What follows belongs to an exercise in optimizing a design on an open flow for small area and a short achievable clock period; a production flow would make more cautious choices. Function was checked by simulation only, so behaviour that the tests miss may differ from the original. Power figures rest on the tool's default switching activity, not on a simulated workload.

File: run.sh
#!/bin/bash
# synth_recipe.tcl (not shown) runs the flow's synth.tcl, then flattens the netlist and writes it again
# the make line also repeats each setting of config.mk as NAME=value (left out here)
make -C /OpenROAD-flow-scripts/flow DESIGN_CONFIG=/design/flow/config.mk WORK_HOME=/design/flow/orfs CLKGATE_MAP_FILE= SYNTH_SCRIPT=/design/flow/synth_recipe.tcl finish
File: config.mk
export PLATFORM = sky130hd
export DESIGN_NAME = lc3_dmem_responder
export DESIGN_NICKNAME = lc3_dmem_responder
export VERILOG_FILES = /design/flow/design.v
export SDC_FILE = /design/flow/constraint.sdc
export NUM_CORES = 4
export LEC_CHECK = 0
export CAP_MARGIN = 20
export CORE_MARGIN = 2
export CORE_UTILIZATION = 40
export CTS_CLUSTER_DIAMETER = 60
export CTS_CLUSTER_SIZE = 30
export SETUP_SLACK_MARGIN = 3.0
export SLEW_MARGIN = 20
export SYNTH_HIERARCHICAL = 1
export SYNTH_MINIMUM_KEEP_SIZE = 0
File: constraint.sdc
create_clock -name core_clock -period 5.5 [get_ports {clock}]
set_input_delay 1.1000 -clock core_clock [delete_from_list [all_inputs] [get_ports {clock}]]
set_output_delay 1.1000 -clock core_clock [all_outputs]
set_load 0.01 [all_outputs]
File: design.v
module lc3_dmem_bit (
   input  logic q,
   input  logic keep,
   input  logic din,
   input  logic we,
   output logic d
);
   assign d = (q & keep) | (din & we);
endmodule
module lc3_dmem_rd3 (
   input  logic s0, b0,
   input  logic s1, b1,
   input  logic s2, b2,
   output logic y_n
);
   assign y_n = !((s0 & b0) | (s1 & b1) | (s2 & b2));
endmodule
module lc3_dmem_responder #(
   parameter int unsigned ADDR_W      = 8,
   parameter int unsigned DATA_W      = 16,
   parameter int unsigned WAIT_CYCLES = 1
) (
   input  logic              clock,
   input  logic              reset,
   input  logic              Data_req,
   input  logic              Data_rd,
   input  logic [15:0]       Data_addr,
   input  logic [DATA_W-1:0] Data_din,
   output logic [DATA_W-1:0] Data_dout,
   output logic              complete_data,
   output logic              busy,
   output logic              access_err
);
   localparam int unsigned DEPTH = 2 ** ADDR_W;    
   localparam int unsigned NQ    = 8;              
   localparam int unsigned QW    = DEPTH / NQ;     
   localparam int unsigned NG    = QW / 3;         
   logic              s1_q, s2_q, busy_q, comp_q, err_q;
   logic              accept_c;
   logic              rd1_q, ok1_q, rd2_q, ok2_q;
   logic [DEPTH-1:0]  sel_q;
   logic [DATA_W-1:0] din_q;
   logic              wr_c, hold_c;
   logic [DATA_W-1:0] dout_q;
   logic [DATA_W-1:0] part_q [NQ];
   logic [DATA_W-1:0] part_c [NQ];
   logic [DATA_W-1:0] rdata_c;
   logic [DATA_W-1:0] word_q [DEPTH];
   assign accept_c = reset && Data_req && !busy_q;
   always_ff @(posedge clock) begin
      s1_q   <= accept_c;
      s2_q   <= reset && s1_q;
      busy_q <= accept_c || (reset && s1_q);
      comp_q <= reset && s2_q;
      err_q  <= reset && s2_q && !ok2_q;
   end
   always_ff @(posedge clock) begin
      rd1_q <= Data_rd;
      ok1_q <= (Data_addr[15:8] == 8'h00);
      din_q <= Data_din;
      for (int w = 0; w < DEPTH; w++) begin
         sel_q[w] <= (Data_addr[7:0] == 8'(w));
      end
      rd2_q <= rd1_q;
      ok2_q <= ok1_q;
   end
   assign wr_c   = reset && s1_q && !rd1_q && ok1_q;
   assign hold_c = !reset || !s1_q || rd1_q || !ok1_q;
   for (genvar w = 0; w < DEPTH; w++) begin : g_word
      logic              we_c, keep_c;
      logic [DATA_W-1:0] d_c;
      assign we_c   = wr_c && sel_q[w];
      assign keep_c = hold_c || !sel_q[w];
      for (genvar b = 0; b < DATA_W; b++) begin : g_bit
         lc3_dmem_bit u_bit (
            .q(word_q[w][b]), .keep(keep_c), .din(din_q[b]), .we(we_c),
            .d(d_c[b])
         );
      end
      always_ff @(posedge clock) begin
         word_q[w] <= d_c;
      end
   end
   for (genvar q = 0; q < NQ; q++) begin : g_part
      for (genvar b = 0; b < DATA_W; b++) begin : g_bit
         logic [NG-1:0] grp_n;
         for (genvar g = 0; g < NG; g++) begin : g_grp
            localparam int unsigned W = q * QW + 3 * g;
            lc3_dmem_rd3 u_rd (
               .s0(sel_q[W]),     .b0(word_q[W][b]),
               .s1(sel_q[W + 1]), .b1(word_q[W + 1][b]),
               .s2(sel_q[W + 2]), .b2(word_q[W + 2][b]),
               .y_n(grp_n[g])
            );
         end
         assign part_c[q][b] = !(&grp_n) ||
                               (sel_q[q * QW + QW - 2] && word_q[q * QW + QW - 2][b]) ||
                               (sel_q[q * QW + QW - 1] && word_q[q * QW + QW - 1][b]);
      end
   end
   always_ff @(posedge clock) begin
      for (int q = 0; q < NQ; q++) begin
         part_q[q] <= part_c[q];
      end
   end
   always_comb begin
      rdata_c = '0;
      for (int q = 0; q < NQ; q++) begin
         rdata_c = rdata_c | part_q[q];
      end
   end
   always_ff @(posedge clock) begin
      if (!reset) begin
         dout_q <= '0;
      end else if (s2_q && rd2_q) begin
         dout_q <= ok2_q ? rdata_c : '0;
      end
   end
   assign Data_dout     = dout_q;
   assign complete_data = comp_q;
   assign busy          = busy_q;
   assign access_err    = err_q;
endmodule
==> results of run 1 <==
==> layout by cell type (no fill, tap or decap), drive strengths merged, types with 128 or more instances in the layout <==
cell type	instances
clkbuf	326
buf	132
dfxtp	4521
nand4	387
and2	259
a222oi	1280
a22o	4096
a22oi	128
nand2	276
nor2	390
==> flip-flops by register name, summed over array words and instances (netlist names) <==
name    cells
comp_q      1
sel_q     256
rd2_q       1
dout_q     16
rd1_q       1
ok1_q       1
s1_q        1
busy_q      1
din_q      16
err_q       1
s2_q        1
ok2_q       1
part_q    128
word_q   4096
==> worst max path at each step <==
stage	from	to	slack, ps
after detailed placement	reset	word_q[239][6]$_DFF_P_	1280
after global routing	dout_q[11]$_SDFFE_PN0P_	Data_dout[11]	2870
after floorplan	reset	word_q[150][0]$_DFF_P_	2950
after CTS	comp_q$_DFF_P_	complete_data	2630
after global placement	Data_addr[0]	sel_q[108]$_DFF_P_	1260
final	Data_addr[5]	sel_q[139]$_DFF_P_	2850
==> layout make-up <==
type	count	area [um2]	share of cell area (%)
clock inverter	218	3120	1.86
sequential	4521	90600	54.0
multi-input combinational	6906	58100	34.6
timing repair buffer	170	2160	1.29
inverter	1	3.75	0.00224
antenna	11	27.5	0.0164
tap	4837	6050	3.61
clock buffer	325	7780	4.63
==> kinds of logic after synthesis <==
| group | synth area share [%] |
|---|---|
| flops | 61.2 |
| compound gates | 33.7 |
| simple gates | 4.65 |
| buf+inv | 0.405 |
==> per-module statistics from Yosys (local to each module, per instance) <==
module	copies in the design	flip-flops and latches
lc3_dmem_bit	4096	0
lc3_dmem_rd3	1280	0
lc3_dmem_responder	1	4521
==> power groups by stage <==
stage | sequential [W] | combinational [W] | clock (W)
6_report | 0.0328 | 0.000919 | 0.0253
5_1_grt | 0.0329 | 0.000919 | 0.0268
4_1_cts | 0.0328 | 0.000895 | 0.0256
3_5_place_dp | 0.0336 | 0.000881 | 0
3_3_place_gp | 0.0336 | 0.000861 | 0
2_1_floorplan | 0.0338 | 0.0000388 | 0
==> repair_timing <==
action / CTS / global route
cloned: 12 / 0
setup endpoints to repair: 3772 / 1753
gates resized for setup: 404 / 103
hold endpoints to repair: 0 / 0
pin swaps: 17 / 21
buffers inserted: 19 / 8
==> metal layers <==
layer | vias to the layer above | wire length, um
li1 | 50439 | -
met1 | 60568 | 228000
met2 | 6854 | 232000
met3 | 936 | 48100
met4 | 12 | 22700
met5 | - | 69
==> through the flow <==
stage          instances  setup WS, ps
6_report           16989          2850
3_3_place_gp       16394          1260
2_1_floorplan      11548          2950
4_1_cts            16970          2630
3_5_place_dp       16396          1280
5_1_grt            16982          2870
==> impl_metrics.tcl, run 1 <==
set metrics [dict create \
    yosysMostFrequentCell "dfxtp_1" \
    nFillCells 32735 \
    grt-busiest-layer "met2" \
    p_sw_w 0.0142 \
    grt_pass1_vias 111399 \
    hold_start "ok1_q$_DFF_P_" \
    grt_first_pass_wirelength_mm 769 \
    syn_to_final_growth_pct 13.5 \
    ys_warn_count 13 \
    grt_max_degree 131 \
    p_clk_share_pct 42.8 \
    worst_slew_pin_slew_ps 1310 \
    syn-cell-area_um2 148000 \
    synthArstFlopShare_pct 0 \
    synth_largest_area_cell "dfxtp_1" \
    ys_types 24 \
    yosys-top-cells-count "4521 x dfxtp_1, 4096 x a22o_1, 1280 x a222oi_1" \
    start_util_pct 40.1 \
    start_kind "input port" \
    synth_edf_count 0 \
    powerDensity_nw_per_um2 352 \
    grt_usage_pct 26.6 \
    slew_headroom_pct 12.7 \
    syn_avg_cell_area_um2 12.8 \
    syn_inst 11548 \
    use_met2_pct 39.9 \
    num_vias 118809 \
    final_nets 11932 \
    fin_worst_skew_ps 75.2 \
    crit_arrival_ps 3440 \
    clockBufferDepth 4 \
    crit_chain "clkdlybuf4s50_1 > nor2_1 > nand2_2 > nor2_1" \
    route.detailed.drc 0 \
    ys_ff_latch 4521 \
    status "complete, no violations" \
    max_freq_ghz 0.377 \
    grt_setup_unrepaired "true" \
    setup_viol 0 \
    hp-class "reg2reg" \
    worstSkewPairLatency_ps 980 \
    wl_per_cell_um 31.3 \
    gr-total-overflow 0 \
    antenna_found_initial 19 \
    synth_seq_area_share_pct 61.2 \
    io_pins 55 \
    worst_r2r_path_depth 4 \
    synth_area_leaders "dfxtp_1 61%, a22o_1 24%, a222oi_1 8.7%" \
    cts_hold_buf 0 \
    numCtsBuffers 296 \
    finalCritPeriodShare_pct 48.2 \
    hold_viol 0 \
    viasPerCell 6.99 \
    drv_cap 0 \
    port_buffers 54 \
    ir_drop_mv 0.254 \
    p_leak_nw 61.7 \
    fin_crit_ps 2650 \
    timing.rr.start "sel_q[47]$_DFF_P_" \
    r2r_end "part_q[1][15]$_DFF_P_" \
    fin_area_um2 168000 \
    grtUsageMet3_pct 4.08 \
    placed_cell_area_um2 155000 \
    power_frac_comb_pct 1.6 \
    path_clk_slew_ps 80 \
    cts.sinks 4521 \
    holdPathStages 0 \
    grt_util_met1_pct 38.1 \
    slew_viol_final 0 \
    power_w 0.0591 \
    synth_top_area_share_pct 61.2 \
    cts_root_buf "clkbuf_16" \
    ant_nets 0 \
    fp.dieW_um 612 \
    cp_data_required_time_ps 6280 \
    hold_end "ok2_q$_DFF_P_" \
    dp_hpwl_mm 311 \
    coreArea_um2 368000 \
    p_sw_share_pct 24.1 \
    drt_iter0_markers 19379 \
    critPathMaxStageDelay_ps 640 \
    crit_family "simple AND/OR/NAND/NOR gates" \
    gp_routability_congestion 0.878 \
    cp_slowest_cell "clkdlybuf4s50_1" \
    ys.flop_type "dfxtp_1" \
    rrSetupSlack_ps 2870 \
    path_depth 4 \
    setup_tns_ps 0 \
    worstPathMaxFanout 16 \
    firstDrtPassIters 12 \
    syn_nets 11584 \
    wl_mm 531 \
    end_kind "flop" \
    die_area_um2 374000 \
    h-tree-depth 5 \
    die_h_um 612 \
    layout-drive-gt1-share_pct 9.33 \
    hold_slack_ps 363 \
    finish.utilization_pct 45.6 \
    path_class "in2reg" \
    num_rows 223 \
    pwr-share-seq_pct 55.6 \
    crit_top_cell "nor2_1" \
    p_int_w 0.0448 \
    cp_num_buf_inv 1 \
    cts_tree "built" \
]
==> run 2, diff against run 1 <==
==> flow/run.sh (new file) <==
#!/bin/bash
# Standard layout, with the clock tree built from larger sink clusters and
# without dummy loads on the leaf buffers.
set -e
export CTS_ARGS="-sink_clustering_enable -repair_clock_nets -sink_clustering_size 30 -sink_clustering_max_diameter 60 -dont_use_dummy_load"
bash standard.sh > standard.log 2>&1
==> standard.sh (new file) <==
#!/bin/bash
# synth_recipe.tcl (not shown) runs the flow's synth.tcl, then flattens the netlist and writes it again
# the make line also repeats each setting of config.mk as NAME=value (left out here)
make -C /OpenROAD-flow-scripts/flow DESIGN_CONFIG=/design/flow/config.mk WORK_HOME=/design/flow/orfs CLKGATE_MAP_FILE= SYNTH_SCRIPT=/design/flow/synth_recipe.tcl "${@:-finish}"
--- a/config.mk
+++ b/config.mk
@@ -10,4 +10,2 @@
 export CORE_UTILIZATION = 40
-export CTS_CLUSTER_DIAMETER = 60
-export CTS_CLUSTER_SIZE = 30
 export SETUP_SLACK_MARGIN = 3.0
removed: run.sh
==> run 2 against run 1 <==
Via count decreased by 0.45%. Hold slack worse by 5.0 ps. Synthesized cell count stayed put. Clock power is 19% lower. Register-to-register slack better by 20 ps. Critical path type is now reg2reg. Critical endpoint is now part_q[1][15]$_DFF_P_. Largest power group unchanged. Highest routed layer unchanged.
==> impl_metrics.tcl, run 2 <==
set metrics [dict create \
    syn_inst 11548 \
    powerDensity_nw_per_um2 328 \
    synth_top_area_share_pct 61.2 \
    p_leak_nw 60.8 \
    path_class "reg2reg" \
    syn-cell-area_um2 148000 \
    setup_viol 0 \
    cts.sinks 4521 \
    yosys-top-cells-count "4521 x dfxtp_1, 4096 x a22o_1, 1280 x a222oi_1" \
    max_freq_ghz 0.383 \
    cts_tree "built" \
    worst_r2r_path_depth 4 \
    slew_headroom_pct 10.9 \
    worstSkewPairLatency_ps 970 \
    fin_worst_skew_ps 130 \
    viasPerCell 7.06 \
    top_regs "word_q: 4096 flops, sel_q: 256 flops, part_q: 128 flops" \
    cts_hold_buf 0 \
    dp_hpwl_mm 311 \
    layout_common_cells "4468 x dfxtp_1, 4096 x a22o_1, 1280 x a222oi_1, 387 x nand4_1, 373 x nor2_1" \
    worst_slew_pin_slew_ps 1340 \
    ant_nets 0 \
    r2r_end "part_q[1][15]$_DFF_P_" \
    grt_setup_unrepaired "true" \
    crit_arrival_ps 3270 \
    wl_mm 533 \
    fin_crit_ps 2610 \
    syn_avg_cell_area_um2 12.8 \
    ys_types 24 \
    wl_per_cell_um 31.8 \
    largest_reg_flops 4096 \
    synth_edf_count 0 \
    numCtsBuffers 296 \
    power_w 0.0541 \
    yosysMostFrequentCell "dfxtp_1" \
    largest-register "word_q" \
    start_util_pct 40.1 \
    final_common_cell "dfxtp_1" \
    grt_max_degree 131 \
    ys_warn_count 13 \
    firstDrtPassIters 13 \
    slew_viol_final 0 \
    num_vias 118271 \
    setup_tns_ps 0 \
    die_h_um 612 \
    ys.flop_type "dfxtp_1" \
    startpoint "sel_q[49]$_DFF_P_" \
    synth_seq_area_share_pct 61.2 \
    grt_usage_pct 26.7 \
    layout-drive-gt1-share_pct 8.07 \
    status "complete, no violations" \
    synth_area_leaders "dfxtp_1 61%, a22o_1 24%, a222oi_1 8.7%" \
    hold_viol 0 \
    clockBufferDepth 4 \
    drv_cap 0 \
    num_rows 223 \
    grt_first_pass_wirelength_mm 770 \
    final_nets 11943 \
    gp_routability_congestion 0.878 \
    antenna_found_initial 26 \
    ys_ff_latch 4521 \
    die_area_um2 374000 \
    timing.rr.start "sel_q[49]$_DFF_P_" \
    ir_drop_mv 0.229 \
    syn_nets 11584 \
    syn_to_final_growth_pct 11.5 \
    cts_root_buf "clkbuf_16" \
    drt_iter0_markers 19048 \
    rrSetupSlack_ps 2890 \
    fp.dieW_um 612 \
    port_buffers 54 \
    io_pins 55 \
    coreArea_um2 368000 \
    gr-total-overflow 0 \
    synthArstFlopShare_pct 0 \
    grt_pass1_vias 111371 \
    path_clk_slew_ps 90 \
    end_kind "flop" \
    finalCritPeriodShare_pct 47.5 \
    synth_largest_area_cell "dfxtp_1" \
    worstPathMaxFanout 18 \
    h-tree-depth 5 \
    cp_data_required_time_ps 6160 \
    route.detailed.drc 0 \
    start_kind "flop" \
    worstSetupEndpoint "part_q[1][15]$_DFF_P_" \
    hp-class "reg2reg" \
]
run 2: cell counts after synthesis:
Identical to the previous run, type by type.
run 2: stage by stage:
stage	setup slack [ps]	area, um2	utilization (%)	hold WS (ps)	instances
2_1_floorplan	2950	148000	-	332	11548
3_3_place_gp	1260	155000	42.2	347	16394
3_5_place_dp	1280	155000	42.2	354	16396
4_1_cts	2660	164000	44.6	360	16732
5_1_grt	2880	165000	44.8	374	16749
6_report	2890	165000	44.8	358	16753
run 2: per-layer routing:
metal	up-vias	GRT usage (%)	wire length, um
li1	50143	-	-
met1	60276	38.0	228000
met2	6856	40.0	233000
met3	982	4.44	49000
met4	14	11.1	23100
met5	-	0	86
run 2: repair_timing:
action,4_1_cts,5_1_grt
gates resized for setup,477,154
setup endpoints to repair,3836,1119
pin swaps,19,20
setup buffers,21,9
cloned,19,1
run 2: power breakdown:
part           total [W]  leakage (nW)  internal [W]  switching [W]
sequential        0.0329          36.4        0.0327       0.000141
combinational   0.000923          20.7     0.0000969       0.000826
clock             0.0204          3.65       0.00955         0.0108
total             0.0541          60.8        0.0424         0.0118
run 2: Yosys stat by module (local to each module, per instance):
module,copies in the design,flip-flops and latches,cells
lc3_dmem_responder,1,4521,6172
lc3_dmem_rd3,1280,0,1
lc3_dmem_bit,4096,0,1
run 2: how the worst min path moves through the flow:
stage	startpoint	endpoint	cells past startpoint
floorplan	ok1_q$_DFF_P_	ok2_q$_DFF_P_	0
global placement	ok1_q$_DFF_P_	ok2_q$_DFF_P_	0
detailed placement	ok1_q$_DFF_P_	ok2_q$_DFF_P_	0
CTS	ok1_q$_DFF_P_	ok2_q$_DFF_P_	0
global route	ok1_q$_DFF_P_	ok2_q$_DFF_P_	0
finish	ok1_q$_DFF_P_	ok2_q$_DFF_P_	0
run 2: critical path: stages, from the launching register on:
cell	delay, ps
dfxtp_2	450
a222oi_1	680
nand4_1	500
nor2_4	310
nand4_1	380
run 2: kinds of logic after synthesis:
group / Yosys count / share of synthesized area, %
and+or+nand+nor: 1366 / 4.65
AOI/OAI and AO/OA: 5538 / 33.7
DFF: 4521 / 61.2
buffers and inverters: 123 / 0.405
run 2: area by class of cell:
type | instances | area [um2]
clock buffers | 296 | 7410
fillers | 32993 | 203000
multi-input cells | 6910 | 58400
inverters | 1 | 3.75
repair buffers | 177 | 2380
flip-flops and latches | 4521 | 90600
diodes | 11 | 27.5
well taps | 4837 | 6050
==> run 3, diff against run 2 <==
--- a/config.mk
+++ b/config.mk
@@ -10,2 +10,3 @@
 export CORE_UTILIZATION = 40
+export PLACE_DENSITY = 0.8
 export SETUP_SLACK_MARGIN = 3.0
==> run 3 against run 2 <==
Still clean on timing, DRC and antenna. Routed wire length shrank 9.5%. Core utilization shrank 0.80 points. Die area is the same. Critical path depth shrank 3. Sequential power is essentially flat. Clock skew shrank 19 ps. Worst setup slack lost 82 ps. Count of clock-buffer cells in the layout shrank 89. Combinational power shrank 5.0%. Power shrank 6.8%. Area after synthesis is the same. Critical endpoint is now busy.
==> impl_metrics.tcl, run 3 <==
set metrics [dict create \
    placed_cell_area_um2 155000 \
    hold_viol 0 \
    max_freq_ghz 0.371 \
    path_clk_slew_ps 100 \
    drv_cap 0 \
    synthArstFlopShare_pct 0 \
    worst_r2r_path_depth 4 \
    syn_inst 11548 \
    crit_family "flip-flops" \
    grt_setup_unrepaired "true" \
    firstDrtPassIters 8 \
    status "complete, no violations" \
    fin_crit_ps 2700 \
    wl_mm 483 \
    ys.flop_type "dfxtp_1" \
    ir_drop_mv 0.298 \
    worstSkewPairLatency_ps 940 \
    synth_top_area_share_pct 61.2 \
    final_cells 16643 \
    h-tree-depth 4 \
    start_util_pct 40.1 \
    cp_slowest_cell "dfxtp_4" \
    end_kind "primary output" \
    layout-drive-gt1-share_pct 7.65 \
    holdPathStages 1 \
    yosysMostFrequentCell "dfxtp_1" \
    crit_arrival_ps 1600 \
    port_buffers 54 \
    placed_cells 16394 \
    dp_hpwl_mm 278 \
    path_depth 1 \
    layout_common_cells "4480 x dfxtp_1, 4096 x a22o_1, 1280 x a222oi_1, 387 x nand4_1, 380 x nor2_1" \
    hp-class "reg2reg" \
    nFillCells 33128 \
    cp_num_buf_inv 1 \
    ys_types 24 \
    wl_per_cell_um 29.0 \
    syn-cell-area_um2 148000 \
    synth_edf_count 0 \
    grtUsageMet3_pct 4.49 \
    viasPerCell 7.07 \
    cts.sinks 4521 \
    slew_viol_final 0 \
    grt_first_pass_wirelength_mm 703 \
    fin_area_um2 162000 \
    final_nets 11825 \
    p_leak_nw 58.9 \
    powerDensity_nw_per_um2 312 \
    syn_nets 11584 \
    start_kind "flop" \
    clockBufferDepth 4 \
    fin_worst_skew_ps 111 \
    synth_largest_area_cell "dfxtp_1" \
    route.detailed.drc 0 \
    slew_headroom_pct 2.26 \
    crit_chain "buf_2" \
    worstPathMaxFanout 3 \
    cp_data_required_time_ps 4400 \
    grt-busiest-layer "met2" \
    synth_seq_area_share_pct 61.2 \
    critPathMaxStageDelay_ps 450 \
    antenna_found_initial 18 \
    ant_nets 0 \
    path_class "reg2out" \
    ys_ff_latch 4521 \
    use_met2_pct 35.5 \
    finalCritPeriodShare_pct 49.0 \
    cts_hold_buf 0 \
    num_vias 117598 \
    num_rows 223 \
    io_pins 55 \
    fp.dieW_um 612 \
    grt_usage_pct 23.9 \
    final_common_cell "dfxtp_1" \
    syn_avg_cell_area_um2 12.8 \
    gr-total-overflow 0 \
    worst_slew_pin_slew_ps 1470 \
    syn_to_final_growth_pct 9.54 \
    setup_tns_ps 0 \
    grt_max_degree 144 \
    cts_root_buf "clkbuf_16" \
    gp_routability_congestion 0.915 \
    setup_viol 0 \
    grt_util_met1_pct 32.8 \
    drt_iter0_markers 21584 \
    die_area_um2 374000 \
    cts_tree "built" \
    die_h_um 612 \
    coreArea_um2 368000 \
    synth_area_leaders "dfxtp_1 61%, a22o_1 24%, a222oi_1 8.7%" \
    numCtsBuffers 207 \
    largest-register "word_q" \
    top_regs "word_q: 4096 flops, sel_q: 256 flops, part_q: 128 flops" \
    ys_warn_count 13 \
    yosys-top-cells-count "4521 x dfxtp_1, 4096 x a22o_1, 1280 x a222oi_1" \
    grt_pass1_vias 107965 \
    largest_reg_flops 4096 \
]
==> run 3: cell type report <==
cell class,instances,area [um2],share of cell area [%]
antenna,19,47.5,0.0294
clock buffer,207,5180,3.20
inverter,1,3.75,0.00232
multi-input combinational,6904,58100,35.9
sequential,4521,90600,55.9
tap,4837,6050,3.74
timing repair buffer,154,1970,1.22
==> run 3: worst paths after layout <==
kind / slack [ps] / end / start
setup reg to reg: 2850 / part_q[0][13]$_DFF_P_ / sel_q[28]$_DFF_P_
hold reg to reg: 450 / dout_q[8]$_SDFFE_PN0P_ / dout_q[8]$_SDFFE_PN0P_
setup / recovery: 2800 / busy / busy_q$_DFF_P_
hold / removal: 450 / dout_q[8]$_SDFFE_PN0P_ / dout_q[8]$_SDFFE_PN0P_
==> run 3: cells by family after synthesis <==
| kind of cell | count (synthesis) | synth area share, % |
|---|---|---|
| compound gates | 5538 | 33.7 |
| flops | 4521 | 61.2 |
| simple gates | 1366 | 4.65 |
| buf+inv | 123 | 0.405 |
==> run 3: Yosys stat by module (local to each module, per instance) <==
module	cells	times used	area [um2]	flops+latches
lc3_dmem_bit	1	4096	8.76	0
lc3_dmem_rd3	1	1280	10.0	0
lc3_dmem_responder	6172	1	99200	4521
==> run 3: report_power, final <==
group | total, W | switching (W) | internal, W
clock | 0.0167 | 0.00997 | 0.00673
combinational | 0.000877 | 0.000790 | 0.0000870
sequential | 0.0329 | 0.000140 | 0.0327
total | 0.0504 | 0.0109 | 0.0395
==> run 3: metal layers <==
layer / vias up / share of wire [%]
li1: 49904 / -
met1: 58519 / 39
met2: 7874 / 43
met3: 1287 / 12
met4: 14 / 6.1
met5: - / 0.018
==> run 3: repair_timing <==
| action | CTS | global route |
|---|---|---|
| gates cloned | 6 | 9 |
| buffers inserted | 8 | 0 |
| pin swaps | 6 | 10 |
| setup endpoints to repair | 4196 | 3620 |
| resized for setup | 462 | 135 |
==> run 3: stage by stage <==
step | util, % | hold WS (ps) | total power [W] | setup WS, ps
2_1_floorplan | - | 332 | 0.0338 | 2950
3_3_place_gp | 42.2 | 434 | 0.0344 | 1320
3_5_place_dp | 42.2 | 444 | 0.0344 | 1310
4_1_cts | 43.8 | 450 | 0.0504 | 2360
5_1_grt | 44.0 | 455 | 0.0516 | 2810
6_report | 44.0 | 447 | 0.0504 | 2800
==> run 4, diff against run 3 <==
--- a/config.mk
+++ b/config.mk
@@ -9,4 +9,3 @@
 export CORE_MARGIN = 2
-export CORE_UTILIZATION = 40
-export PLACE_DENSITY = 0.8
+export CORE_UTILIZATION = 60
 export SETUP_SLACK_MARGIN = 3.0
==> run 4 against run 3 <==
Count of clock-buffer cells in the layout rose by 13. Via count increased by 0.47%. Still clean. Synthesized cell count stayed put. Core utilization grew 21 points. Register-to-register slack lost 20 ps. Power up 0.90%. Largest cell class unchanged. Combinational power down 2%. Die area down 33%. Clock skew decreased by 33 ps. Routed wire length grew 4.4%. Worst setup slack improved by 24 ps. Critical path depth up 3.
==> impl_metrics.tcl, run 4 <==
set metrics [dict create \
    syn-cell-area_um2 148000 \
    synth_largest_area_cell "dfxtp_1" \
    gp_routability_congestion 0.911 \
    start_util_pct 60.2 \
    viasPerCell 7.85 \
    die_h_um 500 \
    worstPathMaxFanout 18 \
    cts.sinks 4521 \
    path_clk_slew_ps 110 \
    regArea_um2 90700 \
    top_regs "word_q: 4096 flops, sel_q: 256 flops, part_q: 128 flops" \
    syn_nets 11584 \
    grt_setup_unrepaired "true" \
    ant_nets 0 \
    status "complete, no violations" \
    synth_area_leaders "dfxtp_1 61%, a22o_1 24%, a222oi_1 8.7%" \
    nFillCells 18441 \
    coreArea_um2 245000 \
    gr-total-overflow 0 \
    syn_to_final_growth_pct 8.57 \
    worst_slew_pin_slew_ps 1210 \
    hold_start "ok1_q$_DFF_P_" \
    yosys-top-cells-count "4521 x dfxtp_1, 4096 x a22o_1, 1280 x a222oi_1" \
    synthArstFlopShare_pct 0 \
    p_clk_share_pct 33.7 \
    drv_cap 0 \
    grt_pass1_vias 108931 \
    ys_types 24 \
    finalCritPeriodShare_pct 48.6 \
    final_common_cell "dfxtp_1" \
    timing.rr.start "sel_q[201]$_DFF_P_" \
    p_int_w 0.0399 \
    largest_reg_flops 4096 \
    fin_worst_skew_ps 77.6 \
    p_leak_nw 59.4 \
    startpoint "sel_q[201]$_DFF_P_" \
    h-tree-depth 4 \
    synth_top_area_share_pct 61.2 \
    num_rows 182 \
    io_pins 55 \
    largest-register "word_q" \
    numCtsBuffers 220 \
    hp-class "reg2reg" \
    synth_seq_area_share_pct 61.2 \
    clockBufferDepth 3 \
    die_area_um2 250000 \
    cts_tree "built" \
    wl_mm 504 \
    post-place-ws_ps 1440 \
    syn_avg_cell_area_um2 12.8 \
    cts_root_buf "clkbuf_16" \
    layout_common_cells "4454 x dfxtp_1, 4096 x a22o_1, 1280 x a222oi_1, 387 x nand4_1, 368 x nor2_1" \
    p_sw_w 0.0110 \
    ys.flop_type "dfxtp_1" \
    grt_first_pass_wirelength_mm 734 \
    power_frac_comb_pct 1.7 \
    end_kind "flop" \
    num_vias 118156 \
    grt_max_degree 132 \
    pwr-share-seq_pct 64.6 \
    cp_data_required_time_ps 6170 \
    slew_headroom_pct 18.8 \
    ir_drop_mv 0.371 \
    setup_tns_ps 0 \
    max_freq_ghz 0.374 \
    final_nets 11863 \
    p_sw_share_pct 21.6 \
    syn_inst 11548 \
    crit_arrival_ps 3340 \
    drt_iter0_markers 20777 \
    route.detailed.drc 0 \
    hold_viol 0 \
    slew_viol_final 0 \
    fin_crit_ps 2670 \
    powerDensity_nw_per_um2 317 \
    ys_ff_latch 4521 \
    ys_warn_count 13 \
    path_class "reg2reg" \
    firstDrtPassIters 10 \
    synth_edf_count 0 \
    fp.dieW_um 500 \
    worstSkewPairLatency_ps 920 \
    setup_viol 0 \
    grt_usage_pct 37.9 \
    yosysMostFrequentCell "dfxtp_1" \
    port_buffers 54 \
    rrSetupSlack_ps 2830 \
    dp_hpwl_mm 302 \
    cts_hold_buf 0 \
    wl_per_cell_um 33.5 \
    multi_input_area_um2 58100 \
    start_kind "flop" \
    antenna_found_initial 25 \
    layout-drive-gt1-share_pct 8.04 \
    setup_ws_ps 2830 \
]
## run 4: cell count changes in the layout (fill, tap and decap cells not counted), moves of 18 or more
cell / delta
nand2_2: -29
dfxtp_1: -26
buf_4: +25
and2_2: +21
nand2_1: +20
and2_4: -18
## run 4: metrics by stage
step	instances	power (W)	area (um2)	hold WS, ps	utilization [%]
after floorplan	11548	0.0338	148000	332	-
after global placement	14788	0.0344	153000	338	62.5
after detailed placement	14790	0.0345	153000	357	62.5
after CTS	15028	0.0510	160000	377	65.0
after global routing	15050	0.0521	160000	388	65.4
final	15059	0.0509	161000	373	65.4
## run 4: critical path: stages (launching register included)
cell      delay [ps]
dfxtp_1          550
a222oi_1         770
nand4_1          390
nor2_1           470
nand4_1          240
## run 4: metal layers
metal,vias to the layer above,share of wire (%),global-route usage [%]
met1,59782,41,54.9
met4,18,4.6,15.6
met5,-,0.031,0
met3,996,11,6.77
li1,50002,-,-
met2,7358,43,55.8
## run 4: cell families after synthesis
| family | after synthesis | share of synthesized area (%) |
|---|---|---|
| AOI/OAI and AO/OA | 5538 | 33.7 |
| DFF | 4521 | 61.2 |
| and+or+nand+nor | 1366 | 4.65 |
| buffers and inverters | 123 | 0.405 |
## run 4: per-module statistics from Yosys, one instance, submodules excluded
module / times used / cells inside / area, um2
lc3_dmem_responder: 1 / 6172 / 99200
lc3_dmem_rd3: 1280 / 1 / 10.0
lc3_dmem_bit: 4096 / 1 / 8.76
## run 4: final cells by class
class / count / share of cell area, %
Timing Repair Buffer: 178 / 1.38
Clock buffer: 220 / 3.43
Sequential cell: 4521 / 56.5
Multi-Input combinational cell: 6905 / 36.2
Antenna cell: 14 / 0.0218
Tap cell: 3220 / 2.51
Inverter: 1 / 0.00234
## run 4: final timing paths
| check | end | depth (start not counted) |
|---|---|---|
| worst min register to register | ok2_q$_DFF_P_ | 0 |
| worst max-delay path | part_q[6][5]$_DFF_P_ | 4 |
| worst max register to register | part_q[6][5]$_DFF_P_ | 4 |
| worst min-delay path | ok2_q$_DFF_P_ | 0 |
## run 4: what timing repair did
item / in CTS / in global routing
gates resized for setup: 330 / 319
pin swaps: 20 / 37
setup buffers: 11 / 14
cloned: 7 / 2
setup endpoints to repair: 4097 / 3407
## run 4: power groups by stage
| stage | combinational [W] | clock (W) | sequential (W) |
|---|---|---|---|
| final | 0.000862 | 0.0172 | 0.0329 |
| after global routing | 0.000855 | 0.0184 | 0.0329 |
| after CTS | 0.000826 | 0.0173 | 0.0329 |
| after detailed placement | 0.000820 | 0 | 0.0336 |
| after global placement | 0.000801 | 0 | 0.0336 |
| after floorplan | 0.0000388 | 0 | 0.0338 |
==> run 5, diff against run 4 <==
==> flow/run.sh (replaced) <==
#!/bin/bash
# Standard layout, with the clock tree built from larger sink clusters and
# without dummy loads on the leaf buffers, and port buffers of the buf family
# (so that repair can size them).
set -e
export CTS_ARGS="-sink_clustering_enable -repair_clock_nets -sink_clustering_size 30 -sink_clustering_max_diameter 60 -dont_use_dummy_load"
export BUFFER_PORTS_ARGS="-buffer_cell sky130_fd_sc_hd__buf_4"
bash standard.sh > standard.log 2>&1
==> run 5 against run 4 <==
Combinational power fell by 2%. Register-to-register slack got worse by 20 ps. Hold slack got worse by 89 ps. Design area fell by 0.56%. Area after synthesis did not move. Die area did not move. Clock power barely moved. Synthesized cell count did not move. Non-clock buffer count fell by 34. Largest power group unchanged.
==> impl_metrics.tcl, run 5 <==
set metrics [dict create \
    layout_common_cells "4458 x dfxtp_1, 4096 x a22o_1, 1280 x a222oi_1, 387 x nand4_1, 378 x nor2_1" \
    synthArstFlopShare_pct 0 \
    drv_cap 0 \
    cts_root_buf "clkbuf_16" \
    viasPerCell 7.80 \
    rrSetupSlack_ps 2810 \
    largest_reg_flops 4096 \
    crit_chain "a222oi_1 > nand4_1 > nor2_1 > nand4_1" \
    ant_nets 0 \
    antenna_found_initial 26 \
    end_kind "flop" \
    num_vias 117153 \
    route.met2.wl_mm 218 \
    top_regs "word_q: 4096 flops, sel_q: 256 flops, part_q: 128 flops" \
    synth_largest_area_cell "dfxtp_1" \
    path_clk_slew_ps 110 \
    cts.sinks 4521 \
    setup_viol 0 \
    num_rows 182 \
    syn_avg_cell_area_um2 12.8 \
    p_leak_nw 58.5 \
    worst_r2r_path_depth 4 \
    hold_viol 0 \
    grt_max_degree 136 \
    grt_first_pass_wirelength_mm 728 \
    h-tree-depth 4 \
    syn-cell-area_um2 148000 \
    gr-total-overflow 0 \
    synth_area_leaders "dfxtp_1 61%, a22o_1 24%, a222oi_1 8.7%" \
    layout-drive-gt1-share_pct 7.74 \
    holdPathStages 1 \
    grt_setup_unrepaired "true" \
    start_kind "flop" \
    io_pins 55 \
    setup_tns_ps 0 \
    regArea_um2 90600 \
    r2r_end "part_q[3][4]$_DFF_P_" \
    hp-class "in2reg" \
    status "complete, no violations" \
    ir_drop_mv 0.332 \
    power_w 0.0508 \
    coreArea_um2 245000 \
    drt_iter0_markers 21021 \
    crit_family "simple AND/OR/NAND/NOR gates" \
    ys_ff_latch 4521 \
    routed.top_layer "met5" \
    yosys-top-cells-count "4521 x dfxtp_1, 4096 x a22o_1, 1280 x a222oi_1" \
    critPathMaxStageDelay_ps 740 \
    finalCritPeriodShare_pct 48.9 \
    worst_slew_pin_slew_ps 1280 \
    crit_top_cell "nand4_1" \
    cts_hold_buf 0 \
    max_freq_ghz 0.372 \
    port_buffers 54 \
    nFillCells 18512 \
    grt_pass1_vias 108093 \
    finish.utilization_pct 65.0 \
    firstDrtPassIters 10 \
    met1_length_mm 204 \
    path_class "reg2reg" \
    start_util_pct 60.2 \
    gp_routability_congestion 0.894 \
    synth_top_area_share_pct 61.2 \
    syn_inst 11548 \
    final_nets 11827 \
    syn_nets 11584 \
    timing.rr.start "sel_q[108]$_DFF_P_" \
    ys.flop_type "dfxtp_1" \
    fp.dieW_um 500 \
    cp_num_buf_inv 0 \
    syn_to_final_growth_pct 7.96 \
    synth_seq_area_share_pct 61.2 \
    cts_tree "built" \
    wl_mm 497 \
    met3_length_mm 52.2 \
    slew_viol_final 0 \
    ys_warn_count 13 \
    dp_hpwl_mm 296 \
    powerDensity_nw_per_um2 318 \
    largest-register "word_q" \
    multi_input_area_um2 57800 \
    hold_start "Data_din[11]" \
    clockBufferDepth 3 \
    crit_arrival_ps 3280 \
    worstSkewPairLatency_ps 930 \
    yosysMostFrequentCell "dfxtp_1" \
    fin_crit_ps 2690 \
    worstPathMaxFanout 18 \
    synth_edf_count 0 \
    die_area_um2 250000 \
    wl_per_cell_um 33.1 \
    hold_end "din_q[11]$_DFF_P_" \
    die_h_um 500 \
    route.detailed.drc 0 \
    cp_slowest_cell "a222oi_1" \
    ys_types 24 \
    final_common_cell "dfxtp_1" \
    numCtsBuffers 219 \
    slew_headroom_pct 13.9 \
    grt_usage_pct 37.5 \
    fin_worst_skew_ps 77.6 \
    cp_data_required_time_ps 6090 \
]
run 5: how the worst max path moves through the flow:
stage                            startpoint                     end  slack [ps]  cells past startpoint
global placement               Data_addr[2]       sel_q[55]$_DFF_P_        1720                      5
detailed placement                    reset   word_q[8][15]$_DFF_P_        1740                      7
global route         dout_q[4]$_SDFFE_PN0P_            Data_dout[4]        2910                      1
finish                   sel_q[108]$_DFF_P_    part_q[3][4]$_DFF_P_        2810                      4
floorplan                             reset  word_q[150][0]$_DFF_P_        2950                      6
CTS                 dout_q[15]$_SDFFE_PN0P_           Data_dout[15]        2920                      1
run 5: kinds of logic after synthesis:
logic type             after synthesis  share of synthesized area (%)
AOI/OAI and AO/OA                 5538                           33.7
DFF                               4521                           61.2
buffers and inverters              123                          0.405
and+or+nand+nor                   1366                           4.65
run 5: power by group:
group          leakage (nW)  switching (W)  internal, W
combinational          19.4       0.000765    0.0000801
sequential             36.4       0.000159       0.0327
clock                  2.70         0.0100      0.00707
run 5: final cells by class:
type	instances	area share (%)
Tap cell	3220	2.52
Clock buffer	219	3.43
Sequential cell	4521	56.8
Antenna cell	12	0.0188
Multi-Input combinational cell	6904	36.2
Timing Repair Buffer	144	1.01
Inverter	1	0.00235
run 5: metrics by stage:
| step | setup WS [ps] | cells | cell area [um2] | hold WS [ps] |
|---|---|---|---|---|
| after floorplan | 2950 | 11548 | 148000 | 332 |
| after global placement | 1720 | 14781 | 153000 | 353 |
| after detailed placement | 1740 | 14782 | 153000 | 356 |
| after CTS | 2920 | 15002 | 159000 | 246 |
| after global routing | 2910 | 15014 | 160000 | 256 |
| final | 2810 | 15021 | 160000 | 283 |
run 5: per-module statistics from Yosys, one instance, submodules excluded:
module,cell area (um2),cells inside
lc3_dmem_responder,99200,6172
lc3_dmem_rd3,10.0,1
lc3_dmem_bit,8.76,1
run 5: repair_timing:
action                     4_1_cts  5_1_grt
pin swaps                       20       23
buffers inserted                 0        6
setup endpoints to repair     2146     2913
resized for setup              232      201
gates cloned                     1        0
run 5: metal layers:
| metal | up-vias | global-route usage [%] |
|---|---|---|
| li1 | 49888 | - |
| met1 | 59246 | 53.5 |
| met2 | 7026 | 56.1 |
| met3 | 977 | 7.02 |
| met4 | 16 | 15.1 |
| met5 | - | 0 |
==> run 6, diff against run 5 <==
--- a/design.v
+++ b/design.v
@@ -34,3 +34,3 @@
    localparam int unsigned DEPTH = 2 ** ADDR_W;    
-   localparam int unsigned NQ    = 8;              
+   localparam int unsigned NQ    = 16;             
    localparam int unsigned QW    = DEPTH / NQ;     
@@ -96,3 +96,2 @@
          assign part_c[q][b] = !(&grp_n) ||
-                               (sel_q[q * QW + QW - 2] && word_q[q * QW + QW - 2][b]) ||
                                (sel_q[q * QW + QW - 1] && word_q[q * QW + QW - 1][b]);
--- a/config.mk
+++ b/config.mk
@@ -7,3 +7,3 @@
 export LEC_CHECK = 0
-export CAP_MARGIN = 20
+export CAP_MARGIN = 35
 export CORE_MARGIN = 2
@@ -11,3 +11,3 @@
 export SETUP_SLACK_MARGIN = 3.0
-export SLEW_MARGIN = 20
+export SLEW_MARGIN = 35
 export SYNTH_HIERARCHICAL = 1
==> run 6 against run 5 <==
Still clean. Combinational power increased by 3.3%. Maximum frequency increased by 6.1%. Sequential power increased by 3%. Area after synthesis increased by 1.9%. Critical path depth unchanged. Power increased by 2.5%. Non-clock buffer count increased by 32. First-iteration DRC count decreased by 3.3%. Final cell count increased by 2.9%. Worst setup slack improved by 160 ps. Largest cell class unchanged. Largest power group unchanged.
==> impl_metrics.tcl, run 6 <==
set metrics [dict create \
    status "complete, no violations" \
    fin_worst_skew_ps 77.6 \
    clockBufferDepth 3 \
    layout_common_cells "4615 x dfxtp_1, 4112 x a22o_1, 1280 x a222oi_1, 517 x nand2_1, 274 x nand4_1" \
    drt_iter0_markers 20326 \
    worstSkewPairLatency_ps 920 \
    regArea_um2 93200 \
    worst_slew_pin_slew_ps 1080 \
    p_leak_nw 60.5 \
    max_freq_ghz 0.395 \
    hold_viol 0 \
    ant_nets 0 \
    syn_inst 11837 \
    grt_setup_unrepaired "true" \
    end_kind "flop" \
    final_nets 12150 \
    ys_warn_count 13 \
    path_class "reg2reg" \
    syn_avg_cell_area_um2 12.7 \
    synth_area_leaders "dfxtp_1 62%, a22o_1 24%, a222oi_1 8.5%" \
    grt_first_pass_wirelength_mm 735 \
    viasPerCell 7.70 \
    port_buffers 54 \
    fin_crit_ps 2530 \
    wl_per_cell_um 32.5 \
    gr-total-overflow 0 \
    finalCritPeriodShare_pct 46.1 \
    h-tree-depth 4 \
    grt_usage_pct 37.2 \
    placed_cells 15213 \
    layout-drive-gt1-share_pct 4.13 \
    cp_data_required_time_ps 6010 \
    io_pins 55 \
    yosys-top-cells-count "4649 x dfxtp_1, 4112 x a22o_1, 1280 x a222oi_1" \
    largest_reg_flops 4096 \
    syn_to_final_growth_pct 7.67 \
    drv_cap 0 \
    ir_drop_mv 0.346 \
    fp.dieW_um 505 \
    nFillCells 18948 \
    synth_edf_count 0 \
    syn-cell-area_um2 151000 \
    hp-class "in2reg" \
    synth_seq_area_share_pct 61.8 \
    final_common_cell "dfxtp_1" \
    setup_viol 0 \
    num_rows 183 \
    dp_hpwl_mm 305 \
    ys_types 21 \
    synth_top_area_share_pct 61.8 \
    path_clk_slew_ps 110 \
    setup_ws_ps 2970 \
    worstPathMaxFanout 18 \
    coreArea_um2 249000 \
    placed_cell_area_um2 156000 \
    slew_headroom_pct 27.7 \
    die_h_um 505 \
    wl_mm 503 \
    start_util_pct 60.4 \
    num_vias 119042 \
    grt_pass1_vias 110519 \
    top_regs "word_q: 4096 flops, part_q: 256 flops, sel_q: 256 flops" \
    finish.utilization_pct 65.1 \
    setup_tns_ps 0 \
    start_kind "flop" \
    ys.flop_type "dfxtp_1" \
    yosysMostFrequentCell "dfxtp_1" \
    ys_ff_latch 4649 \
    cts_hold_buf 0 \
    cts_tree "built" \
    synthArstFlopShare_pct 0 \
    die_area_um2 255000 \
    gp_routability_congestion 0.942 \
    crit_arrival_ps 3040 \
    syn_nets 11873 \
    fin_area_um2 162000 \
    antenna_found_initial 29 \
    post-place-ws_ps 1930 \
    route.detailed.drc 0 \
    numCtsBuffers 222 \
    largest-register "word_q" \
    cts.sinks 4649 \
    final_cells 15459 \
    cts_root_buf "clkbuf_16" \
    multi_input_area_um2 57400 \
    powerDensity_nw_per_um2 321 \
    synth_largest_area_cell "dfxtp_1" \
    slew_viol_final 0 \
    grt_max_degree 122 \
    firstDrtPassIters 11 \
]
[run 6: cell types whose count changed in the layout (fill, tap and decap cells not counted), moves of 22 or more]
cell / previous run / this run
a21oi_1: 16 / 254
a22oi_1: 128 / 0
and2_1: 36 / 257
and2_2: 216 / 0
buf_4: 91 / 125
dfxtp_1: 4458 / 4615
dfxtp_2: 39 / 17
nand2_1: 35 / 517
nand2_2: 232 / 12
nand4_1: 387 / 274
nor2_1: 378 / 262
nor4_2: 2 / 36
[run 6: cell families after synthesis]
kind of cell / after synthesis / synth area share (%)
AOI/OAI and AO/OA: 5650 / 33.3
DFF: 4649 / 61.8
and+or+nand+nor: 1414 / 4.55
buffers and inverters: 124 / 0.360
[run 6: repair_timing]
item	in CTS	in global routing
setup endpoints to repair	1875	16
setup buffers	6	0
pin swaps	2	1
resized for setup	32	3
[run 6: critical path, stage by stage (launching register included)]
cell and delay [ps]:
dfxtp_1 540, a222oi_1 530, nand2_1 180, a21oi_1 290, nand4_1 570
[run 6: per-layer routing]
| layer | part of all wire [%] | up-vias | routed length, um | GRT usage [%] |
|---|---|---|---|---|
| met5 | 0.011 | - | 55 | 0 |
| met2 | 44 | 7006 | 219000 | 55.0 |
| met1 | 41 | 60327 | 207000 | 53.0 |
| li1 | - | 50674 | - | - |
| met4 | 4.7 | 8 | 23600 | 16.1 |
| met3 | 10 | 1027 | 52800 | 7.29 |
[run 6: through the flow]
| stage | hold WS (ps) | total power [W] |
|---|---|---|
| final | 267 | 0.0521 |
| after global routing | 217 | 0.0534 |
| after CTS | 213 | 0.0522 |
| after detailed placement | 368 | 0.0354 |
| after global placement | 352 | 0.0354 |
| after floorplan | 332 | 0.0348 |
[run 6: final cells by class]
cell class / instances / area share [%]
Antenna cell: 17 / 0.0262
Clock buffer: 222 / 3.43
Inverter: 1 / 0.00231
Multi-Input combinational cell: 7064 / 35.4
Sequential cell: 4649 / 57.5
Tap cell: 3330 / 2.57
Timing Repair Buffer: 176 / 1.13
[run 6: final timing paths]
| path | start | end | slack, ps | cells past startpoint |
|---|---|---|---|---|
| worst max-delay path | sel_q[124]$_DFF_P_ | part_q[7][14]$_DFF_P_ | 2970 | 4 |
| worst min-delay path | Data_din[15] | din_q[15]$_DFF_P_ | 270 | 1 |
| worst max register to register | sel_q[124]$_DFF_P_ | part_q[7][14]$_DFF_P_ | 2970 | 4 |
| worst min register to register | ok1_q$_DFF_P_ | ok2_q$_DFF_P_ | 380 | 0 |
[run 6: power by group]
| part | internal, W | total, W | switching (W) |
|---|---|---|---|
| Clock | 0.00716 | 0.0174 | 0.0103 |
| Combinational | 0.0000833 | 0.000873 | 0.000790 |
| Sequential | 0.0336 | 0.0338 | 0.000151 |
[run 6: modules after synthesis, one instance, submodules excluded]
| module | copies in the design | flip-flops and latches | cell area [um2] |
|---|---|---|---|
| lc3_dmem_responder | 1 | 4649 | 102000 |
| lc3_dmem_rd3 | 1280 | 0 | 10.0 |
| lc3_dmem_bit | 4096 | 0 | 8.76 |
==> run 7, diff against run 6 <==
--- a/config.mk
+++ b/config.mk
@@ -10,3 +10,3 @@
 export CORE_UTILIZATION = 60
-export SETUP_SLACK_MARGIN = 3.0
+export SETUP_SLACK_MARGIN = 3.1
 export SLEW_MARGIN = 35
==> run 7 against run 6 <==
Power increased by 0.28%. Worst setup slack improved by 47 ps. Routed wire length decreased by 0.90%. Design area increased by 0.41%. Via count decreased by 0.37%. Sequential power about the same. First-iteration DRC count decreased by 2.3%. Register-to-register slack improved by 160 ps. Die area unchanged. Clock skew increased by 6.9 ps. Critical endpoint is now Data_dout[14].
==> impl_metrics.tcl, run 7 <==
set metrics [dict create \
    status "complete, no violations" \
    ys_ff_latch 4649 \
    ys_warn_count 13 \
    synth_seq_area_share_pct 61.8 \
    hp-class "in2reg" \
    antenna_found_initial 25 \
    met1_length_mm 204 \
    ys.flop_type "dfxtp_1" \
    synth_largest_area_cell "dfxtp_1" \
    grt_pass1_vias 111188 \
    wl_mm 498 \
    p_leak_nw 60.8 \
    largest_reg_flops 4096 \
    port_buffers 54 \
    grt_setup_unrepaired "true" \
    path_depth 1 \
    cts_hold_buf 0 \
    startpoint "dout_q[14]$_SDFFE_PN0P_" \
    hold_viol 0 \
    timing.rr.start "s1_q$_DFF_P_" \
    rrSetupSlack_ps 3130 \
    fin_worst_skew_ps 84.4 \
    finish.utilization_pct 65.4 \
    powerDensity_nw_per_um2 321 \
    dp_hpwl_mm 295 \
    syn_to_final_growth_pct 8.12 \
    die_h_um 505 \
    numCtsBuffers 226 \
    viasPerCell 7.68 \
    route.detailed.drc 0 \
    gr-total-overflow 0 \
    fin_crit_ps 2490 \
    crit_chain "buf_6" \
    cp_data_required_time_ps 4400 \
    worst_r2r_path_depth 7 \
    ir_drop_mv 0.342 \
    path_class "reg2out" \
    largest-register "word_q" \
    cts_tree "built" \
    grt_first_pass_wirelength_mm 730 \
    ys_types 21 \
    setup_viol 0 \
    top_regs "word_q: 4096 flops, part_q: 256 flops, sel_q: 256 flops" \
    final_common_cell "dfxtp_1" \
    drt_iter0_markers 19866 \
    synth_area_leaders "dfxtp_1 62%, a22o_1 24%, a222oi_1 8.5%" \
    end_kind "primary output" \
    clockBufferDepth 3 \
    start_kind "flop" \
    synth_top_area_share_pct 61.8 \
    finalCritPeriodShare_pct 45.2 \
    cts.sinks 4649 \
    crit_arrival_ps 1390 \
    slew_headroom_pct 28.2 \
    crit_family "flip-flops" \
    routed.top_layer "met5" \
    synthArstFlopShare_pct 0 \
    cp_slowest_cell "dfxtp_2" \
    firstDrtPassIters 13 \
    ant_nets 0 \
    cts_root_buf "clkbuf_16" \
    r2r_end "word_q[251][6]$_DFF_P_" \
    worstPathMaxFanout 2 \
    critPathMaxStageDelay_ps 360 \
    synth_edf_count 0 \
    layout_common_cells "4612 x dfxtp_1, 4112 x a22o_1, 1280 x a222oi_1, 353 x nand2_1, 274 x nand4_1" \
    syn_inst 11837 \
    num_vias 118602 \
    yosysMostFrequentCell "dfxtp_1" \
    fp.dieW_um 505 \
    h-tree-depth 4 \
    die_area_um2 255000 \
    met3_length_mm 49.6 \
    grt_max_degree 134 \
    route.met2.wl_mm 219 \
    syn-cell-area_um2 151000 \
    worst_slew_pin_slew_ps 1080 \
    layout-drive-gt1-share_pct 6.47 \
    worstSkewPairLatency_ps 940 \
    final_nets 12137 \
    grt_usage_pct 36.8 \
    cp_num_buf_inv 1 \
    gp_routability_congestion 0.889 \
    slew_viol_final 0 \
    syn_avg_cell_area_um2 12.7 \
    drv_cap 0 \
    start_util_pct 60.4 \
    max_freq_ghz 0.402 \
    worstSetupEndpoint "Data_dout[14]" \
    syn_nets 11873 \
    setup_tns_ps 0 \
    path_clk_slew_ps 110 \
    coreArea_um2 249000 \
    num_rows 183 \
    wl_per_cell_um 32.3 \
    io_pins 55 \
    yosys-top-cells-count "4649 x dfxtp_1, 4112 x a22o_1, 1280 x a222oi_1" \
]
run 7: metal layers:
layer | up-vias | track usage [%]
met5 | - | 0
met4 | 12 | 17.0
met3 | 1042 | 6.14
met2 | 6942 | 54.8
met1 | 59947 | 52.3
li1 | 50659 | -
run 7: worst min path at each step:
stage                   from           endpoint  slack (ps)  depth (start not counted)
2_1_floorplan  ok1_q$_DFF_P_      ok2_q$_DFF_P_         330                          0
3_3_place_gp   ok1_q$_DFF_P_      ok2_q$_DFF_P_         350                          0
3_5_place_dp   ok1_q$_DFF_P_      ok2_q$_DFF_P_         350                          0
4_1_cts          Data_din[4]   din_q[4]$_DFF_P_         260                          1
5_1_grt         Data_din[12]  din_q[12]$_DFF_P_         260                          1
6_report         Data_din[4]   din_q[4]$_DFF_P_         300                          1
run 7: cell families after synthesis:
family                 after synthesis  synth area share, %
AOI/OAI and AO/OA                 5650                 33.3
buffers and inverters              124                0.360
DFF                               4649                 61.8
and+or+nand+nor                   1414                 4.55
run 7: power breakdown:
part / internal [W] / total [W] / switching [W] / leakage, nW
Sequential: 0.0336 / 0.0338 / 0.000137 / 37.4
Clock: 0.00729 / 0.0176 / 0.0103 / 2.79
Combinational: 0.0000882 / 0.000875 / 0.000786 / 20.6
Total: 0.0410 / 0.0522 / 0.0112 / 60.8
run 7: final cells by class:
type / instances / area (um2)
diodes: 16 / 40.0
clock buffers: 226 / 5660
fillers: 18854 / 86300
inverters: 1 / 3.75
multi-input cells: 7064 / 58000
flip-flops and latches: 4649 / 93200
well taps: 3330 / 4170
repair buffers: 159 / 1810
run 7: per-stage QoR:
step | std cells | worst slack, ps | hold WS, ps | power [W] | area (um2)
final | 15445 | 3010 | 300 | 0.0522 | 163000
after global routing | 15432 | 2950 | 264 | 0.0536 | 163000
after CTS | 15426 | 2970 | 261 | 0.0523 | 162000
after detailed placement | 15196 | 1930 | 349 | 0.0354 | 157000
after global placement | 15188 | 1510 | 346 | 0.0354 | 156000
after floorplan | 11837 | 3010 | 332 | 0.0348 | 151000
run 7: Yosys stat by module (local to each module, per instance):
module,copies in the design,cells
lc3_dmem_responder,1,6461
lc3_dmem_bit,4096,1
lc3_dmem_rd3,1280,1
run 7: what timing repair did:
item / CTS / global route
buffers inserted: 4 / 0
setup endpoints to repair: 2401 / 1379
resized for setup: 100 / 120
pin swaps: 1 / 2
==> run 8, diff against run 7 <==
--- a/config.mk
+++ b/config.mk
@@ -10,3 +10,3 @@
 export CORE_UTILIZATION = 60
-export SETUP_SLACK_MARGIN = 3.1
+export SETUP_SLACK_MARGIN = 3.2
 export SLEW_MARGIN = 35
==> run 8 against run 7 <==
Worst setup slack better by 17 ps. First-iteration DRC count about the same. Via count down 0.33%. Area after synthesis unchanged. Clock skew down 1.1 ps. Critical path depth unchanged. Sequential share of layout area down 0.13 points. Still clean. Core utilization up 0.16 points. Sequential power about the same. Combinational power down 1%. Maximum frequency up 0.71%. Critical endpoint is now Data_dout[6].
==> impl_metrics.tcl, run 8 <==
set metrics [dict create \
    start_kind "flop" \
    ys_ff_latch 4649 \
    fin_crit_ps 2470 \
    slew_viol_final 0 \
    syn_avg_cell_area_um2 12.7 \
    power_w 0.0521 \
    coreArea_um2 249000 \
    grt_usage_pct 36.6 \
    numCtsBuffers 223 \
    critPathMaxStageDelay_ps 360 \
    drt_iter0_markers 19870 \
    worst_slew_pin_slew_ps 1180 \
    synthArstFlopShare_pct 0 \
    cp_data_required_time_ps 4400 \
    cts.sinks 4649 \
    layout_common_cells "4609 x dfxtp_1, 4112 x a22o_1, 1280 x a222oi_1, 274 x nand4_1, 263 x nand2_1" \
    route.detailed.drc 0 \
    slew_headroom_pct 21.0 \
    port_buffers 54 \
    crit_chain "buf_6" \
    drv_cap 0 \
    syn_nets 11873 \
    ys_warn_count 13 \
    crit_arrival_ps 1370 \
    synth_area_leaders "dfxtp_1 62%, a22o_1 24%, a222oi_1 8.5%" \
    yosys-mux-area-fraction_pct 0 \
    crit_family "flip-flops" \
    wl_per_cell_um 32.2 \
    p_leak_nw 61.5 \
    synth_simple_gate_area_share_pct 4.55 \
    grt_first_pass_wirelength_mm 728 \
    synth_top_family_by_area "compound AO/OA/AOI/OAI gates" \
    fp.dieW_um 505 \
    wl_mm 496 \
    firstDrtPassIters 13 \
    layout-drive-gt1-share_pct 8.09 \
    synth_top_area_share_pct 61.8 \
    max_freq_ghz 0.405 \
    hold_viol 0 \
    syn-cell-area_um2 151000 \
    cp_num_buf_inv 1 \
    path_clk_slew_ps 90 \
    yosysMostFrequentCell "dfxtp_1" \
    largest_reg_flops 4096 \
    num_rows 183 \
    cts_root_buf "clkbuf_16" \
    grt_max_degree 143 \
    cts_tree "built" \
    antenna_found_initial 27 \
    ant_nets 0 \
    setup_tns_ps 0 \
    io_pins 55 \
    worstPathMaxFanout 2 \
    worstSkewPairLatency_ps 940 \
    ys_types 21 \
    grt_setup_unrepaired "true" \
    syn_to_final_growth_pct 8.38 \
    synth_compound_area_share_pct 33.3 \
    path_class "reg2out" \
    powerDensity_nw_per_um2 319 \
    final_common_cell "dfxtp_1" \
    clockBufferDepth 3 \
    die_area_um2 255000 \
    synth_seq_area_share_pct 61.8 \
    ir_drop_mv 0.359 \
    cp_slowest_cell "dfxtp_2" \
    synth_edf_count 0 \
    fin_worst_skew_ps 83.3 \
    h-tree-depth 4 \
    end_kind "primary output" \
    gr-total-overflow 0 \
    hp-class "in2reg" \
    status "complete, no violations" \
    top_regs "word_q: 4096 flops, part_q: 256 flops, sel_q: 256 flops" \
    finalCritPeriodShare_pct 44.9 \
    dp_hpwl_mm 294 \
    largest-register "word_q" \
    yosys-top-cells-count "4649 x dfxtp_1, 4112 x a22o_1, 1280 x a222oi_1" \
    die_h_um 505 \
    grt_pass1_vias 110936 \
    viasPerCell 7.66 \
    final_nets 12117 \
    nFillCells 18798 \
    num_vias 118211 \
    cts_hold_buf 0 \
    synth_largest_area_cell "dfxtp_1" \
    setup_viol 0 \
    start_util_pct 60.4 \
    gp_routability_congestion 0.914 \
    synth-xor-area-share_pct 0 \
    ys.flop_type "dfxtp_1" \
    synthAdderAreaFrac_pct 0 \
    syn_inst 11837 \
]
[run 8: what timing repair did]
item,4_1_cts,5_1_grt
setup endpoints to repair,3284,3546
pin swaps,0,2
setup buffers,2,1
gates resized for setup,369,87
[run 8: per-module statistics from Yosys (local to each module, per instance)]
module / cells inside / area [um2] / copies in the design
lc3_dmem_bit: 1 / 8.76 / 4096
lc3_dmem_responder: 6461 / 102000 / 1
lc3_dmem_rd3: 1 / 10.0 / 1280
[run 8: path summary, 6_finish.rpt]
| path | from | end | slack (ps) | cells after the start |
|---|---|---|---|---|
| setup / recovery | dout_q[6]$_SDFFE_PN0P_ | Data_dout[6] | 3030 | 1 |
| hold / removal | Data_din[2] | din_q[2]$_DFF_P_ | 270 | 1 |
| setup reg to reg | s1_q$_DFF_P_ | word_q[208][14]$_DFF_P_ | 3040 | 6 |
| hold reg to reg | ok1_q$_DFF_P_ | ok2_q$_DFF_P_ | 360 | 0 |
[run 8: cell families after synthesis]
kind of cell	after synthesis
flip-flops	4649
buffers and inverters	124
AND/OR/NAND/NOR	1414
AO/OA/AOI/OAI	5650
[run 8: layout make-up]
type | count | area (um2) | area share (%)
Timing Repair Buffer | 142 | 1650 | 1.01
Antenna cell | 15 | 37.5 | 0.0230
Clock buffer | 223 | 5580 | 3.42
Tap cell | 3330 | 4170 | 2.55
Inverter | 1 | 3.75 | 0.00230
Multi-Input combinational cell | 7064 | 58600 | 35.9
Sequential cell | 4649 | 93200 | 57.1
[run 8: through the flow]
stage                     setup WS (ps)  instances  utilization, %  hold WS [ps]  area, um2
after CTS                          3000      15406            65.4           260     163000
after global placement             2050      15178            62.7           344     156000
after global routing               2980      15411            65.5           241     163000
after floorplan                    3010      11837               -           332     151000
final                              3030      15424            65.5           274     163000
after detailed placement           2030      15181            62.8           340     157000
[run 8: metal layers]
metal / part of all wire, % / track usage, % / up-vias
met2: 44 / 54.3 / 6902
met4: 4.8 / 15.5 / 10
met5: 0.013 / 0 / -
met1: 41 / 52.3 / 59606
met3: 10 / 6.96 / 1046
li1: - / - / 50647
[run 8: where the power goes]
| part | total [W] | internal, W | switching (W) |
|---|---|---|---|
| registers | 0.0338 | 0.0336 | 0.000141 |
| clock network | 0.0175 | 0.00719 | 0.0103 |
| logic | 0.000862 | 0.0000857 | 0.000776 |
| total | 0.0521 | 0.0409 | 0.0112 |
==> run 9, diff against run 8 <==
--- a/config.mk
+++ b/config.mk
@@ -9,4 +9,4 @@
 export CORE_MARGIN = 2
-export CORE_UTILIZATION = 60
-export SETUP_SLACK_MARGIN = 3.2
+export CORE_UTILIZATION = 70
+export SETUP_SLACK_MARGIN = 3.0
 export SLEW_MARGIN = 35
==> run 9 against run 8 <==
Core utilization increased by 9.8 points. Clock skew down 22 ps. Register-to-register slack worse by 20 ps. Hold slack gained 33 ps. Combinational power up 2%. Final cell count shrank 3.1%. Still clean on timing, DRC and antenna. Critical path type unchanged. Design area fell by 1.2%. Sequential power hardly changed. Largest power group unchanged. Clock power shrank 5%.
==> impl_metrics.tcl, run 9 <==
set metrics [dict create \
    dp_hpwl_mm 291 \
    synth_top_area_share_pct 61.8 \
    grt_usage_pct 42.0 \
    synth_seq_area_share_pct 61.8 \
    antenna_found_initial 35 \
    path_clk_slew_ps 110 \
    gp_routability_congestion 0.914 \
    syn_to_final_growth_pct 7.08 \
    synth_compound_area_share_pct 33.3 \
    start_kind "flop" \
    cp_data_required_time_ps 4400 \
    powerDensity_nw_per_um2 319 \
    syn_avg_cell_area_um2 12.7 \
    fin_worst_skew_ps 61.1 \
    cts_tree "built" \
    wl_per_cell_um 32.4 \
    cp_slowest_cell "dfxtp_4" \
    setup_viol 0 \
    route.detailed.drc 0 \
    grt_pass1_vias 111030 \
    crit_family "flip-flops" \
    p_leak_nw 60.3 \
    cts.sinks 4649 \
    yosysMostFrequentCell "dfxtp_1" \
    grt_first_pass_wirelength_mm 713 \
    yosys-mux-area-fraction_pct 0 \
    final_common_cell "dfxtp_1" \
    synth_area_leaders "dfxtp_1 62%, a22o_1 24%, a222oi_1 8.5%" \
    status "complete, no violations" \
    slew_viol_final 0 \
    worst_slew_pin_slew_ps 1120 \
    coreArea_um2 214000 \
    start_util_pct 70.3 \
    grt_setup_unrepaired "true" \
    viasPerCell 8.02 \
    crit_arrival_ps 1420 \
    ys_warn_count 13 \
    synth_largest_area_cell "dfxtp_1" \
    largest-register "word_q" \
    ant_nets 0 \
    final_nets 12122 \
    setup_tns_ps 0 \
    die_h_um 468 \
    num_vias 119948 \
    synthAdderAreaFrac_pct 0 \
    io_pins 55 \
    cp_num_buf_inv 1 \
    synth_edf_count 0 \
    hold_viol 0 \
    port_buffers 54 \
    power_w 0.0514 \
    ys_ff_latch 4649 \
    gr-total-overflow 0 \
    yosys-top-cells-count "4649 x dfxtp_1, 4112 x a22o_1, 1280 x a222oi_1" \
    worstSkewPairLatency_ps 920 \
    drv_cap 0 \
    max_freq_ghz 0.396 \
    firstDrtPassIters 11 \
    finalCritPeriodShare_pct 45.9 \
    syn-cell-area_um2 151000 \
    path_class "reg2out" \
    h-tree-depth 4 \
    setup_ws_ps 2980 \
    hp-class "in2reg" \
    post-place-ws_ps 1800 \
    grt_max_degree 145 \
    ys_types 21 \
    clockBufferDepth 3 \
    finish.utilization_pct 75.3 \
    crit_chain "buf_6" \
    holdPathStages 1 \
    numCtsBuffers 207 \
    die_area_um2 219000 \
    syn_nets 11873 \
    drt_iter0_markers 22981 \
    num_rows 170 \
    end_kind "primary output" \
    ys.flop_type "dfxtp_1" \
    cts_hold_buf 0 \
    synth_simple_gate_area_share_pct 4.55 \
    wl_mm 485 \
    largest_reg_flops 4096 \
    layout-drive-gt1-share_pct 3.84 \
    worstPathMaxFanout 2 \
    top_regs "word_q: 4096 flops, part_q: 256 flops, sel_q: 256 flops" \
    synthArstFlopShare_pct 0 \
    hold_slack_ps 308 \
    fin_crit_ps 2520 \
    slew_headroom_pct 24.6 \
    syn_inst 11837 \
    synth_top_family_by_area "compound AO/OA/AOI/OAI gates" \
    worst_r2r_path_depth 4 \
    synth-xor-area-share_pct 0 \
    fp.dieW_um 468 \
    critPathMaxStageDelay_ps 400 \
    cts_root_buf "clkbuf_16" \
    nFillCells 13987 \
    layout_common_cells "4617 x dfxtp_1, 4112 x a22o_1, 1280 x a222oi_1, 520 x nand2_1, 274 x nand4_1" \
    path_depth 1 \
    ir_drop_mv 0.372 \
]
-- run 9: cell count changes in the layout (fill, tap and decap cells not counted), sizes merged --
cell | before | now
buf | 140 | 163
clkbuf | 225 | 207
diode | 15 | 29
-- run 9: final cells by class --
type | instances | area, um2 | area share (%)
Inverter | 1 | 3.75 | 0.00233
Sequential cell | 4649 | 93200 | 57.8
Tap cell | 2838 | 3550 | 2.20
Multi-Input combinational cell | 7064 | 57400 | 35.6
Timing Repair Buffer | 163 | 1890 | 1.17
Antenna cell | 29 | 72.6 | 0.0450
Clock buffer | 207 | 5180 | 3.21
-- run 9: logic make-up after synthesis --
logic type | Yosys count
AOI/OAI and AO/OA | 5650
and+or+nand+nor | 1414
DFF | 4649
buffers and inverters | 124
-- run 9: metal layers --
| metal | track usage (%) | vias to the layer above | wire, um |
|---|---|---|---|
| met5 | 0 | - | 267 |
| met4 | 20.9 | 42 | 26800 |
| met3 | 9.93 | 1365 | 60500 |
| met2 | 61.3 | 8457 | 210000 |
| met1 | 58.5 | 59453 | 187000 |
| li1 | - | 50631 | - |
-- run 9: report_power, final --
part	leakage, nW	total [W]	switching, W	internal (W)
Sequential	37.4	0.0338	0.000136	0.0336
Clock	2.55	0.0167	0.00999	0.00671
Combinational	20.3	0.000879	0.000785	0.0000933
Total	60.3	0.0514	0.0109	0.0404
-- run 9: path summary, 6_finish.rpt --
check	from	end	slack, ps
worst min register to register	ok1_q$_DFF_P_	ok2_q$_DFF_P_	390
worst min-delay path	Data_rd	rd1_q$_DFF_P_	310
worst max register to register	sel_q[236]$_DFF_P_	part_q[14][7]$_DFF_P_	3020
worst max-delay path	dout_q[9]$_SDFFE_PN0P_	Data_dout[9]	2980
-- run 9: Yosys stat by module (local to each module, per instance) --
module              flops+latches  cells  copies in the design
lc3_dmem_rd3                    0      1                  1280
lc3_dmem_bit                    0      1                  4096
lc3_dmem_responder           4649   6461                     1
-- run 9: timing repair --
action,in CTS,in global routing
gates resized for setup,39,1
pin swaps,1,0
setup endpoints to repair,3195,7
buffers inserted,4,0
-- run 9: per-stage QoR --
stage	cell area, um2	instances
2_1_floorplan	151000	11837
3_3_place_gp	155000	14699
3_5_place_dp	156000	14704
4_1_cts	161000	14915
5_1_grt	161000	14927
6_report	161000	14951

Check on run 9: ideal ports give 2.977 ns setup slack; a clkbuf_16 on the clock port and buf_2 on the inputs give 2.894 ns; moving port delays by the midpoint clock arrival (0.970 ns) as well gives 2.167 ns.
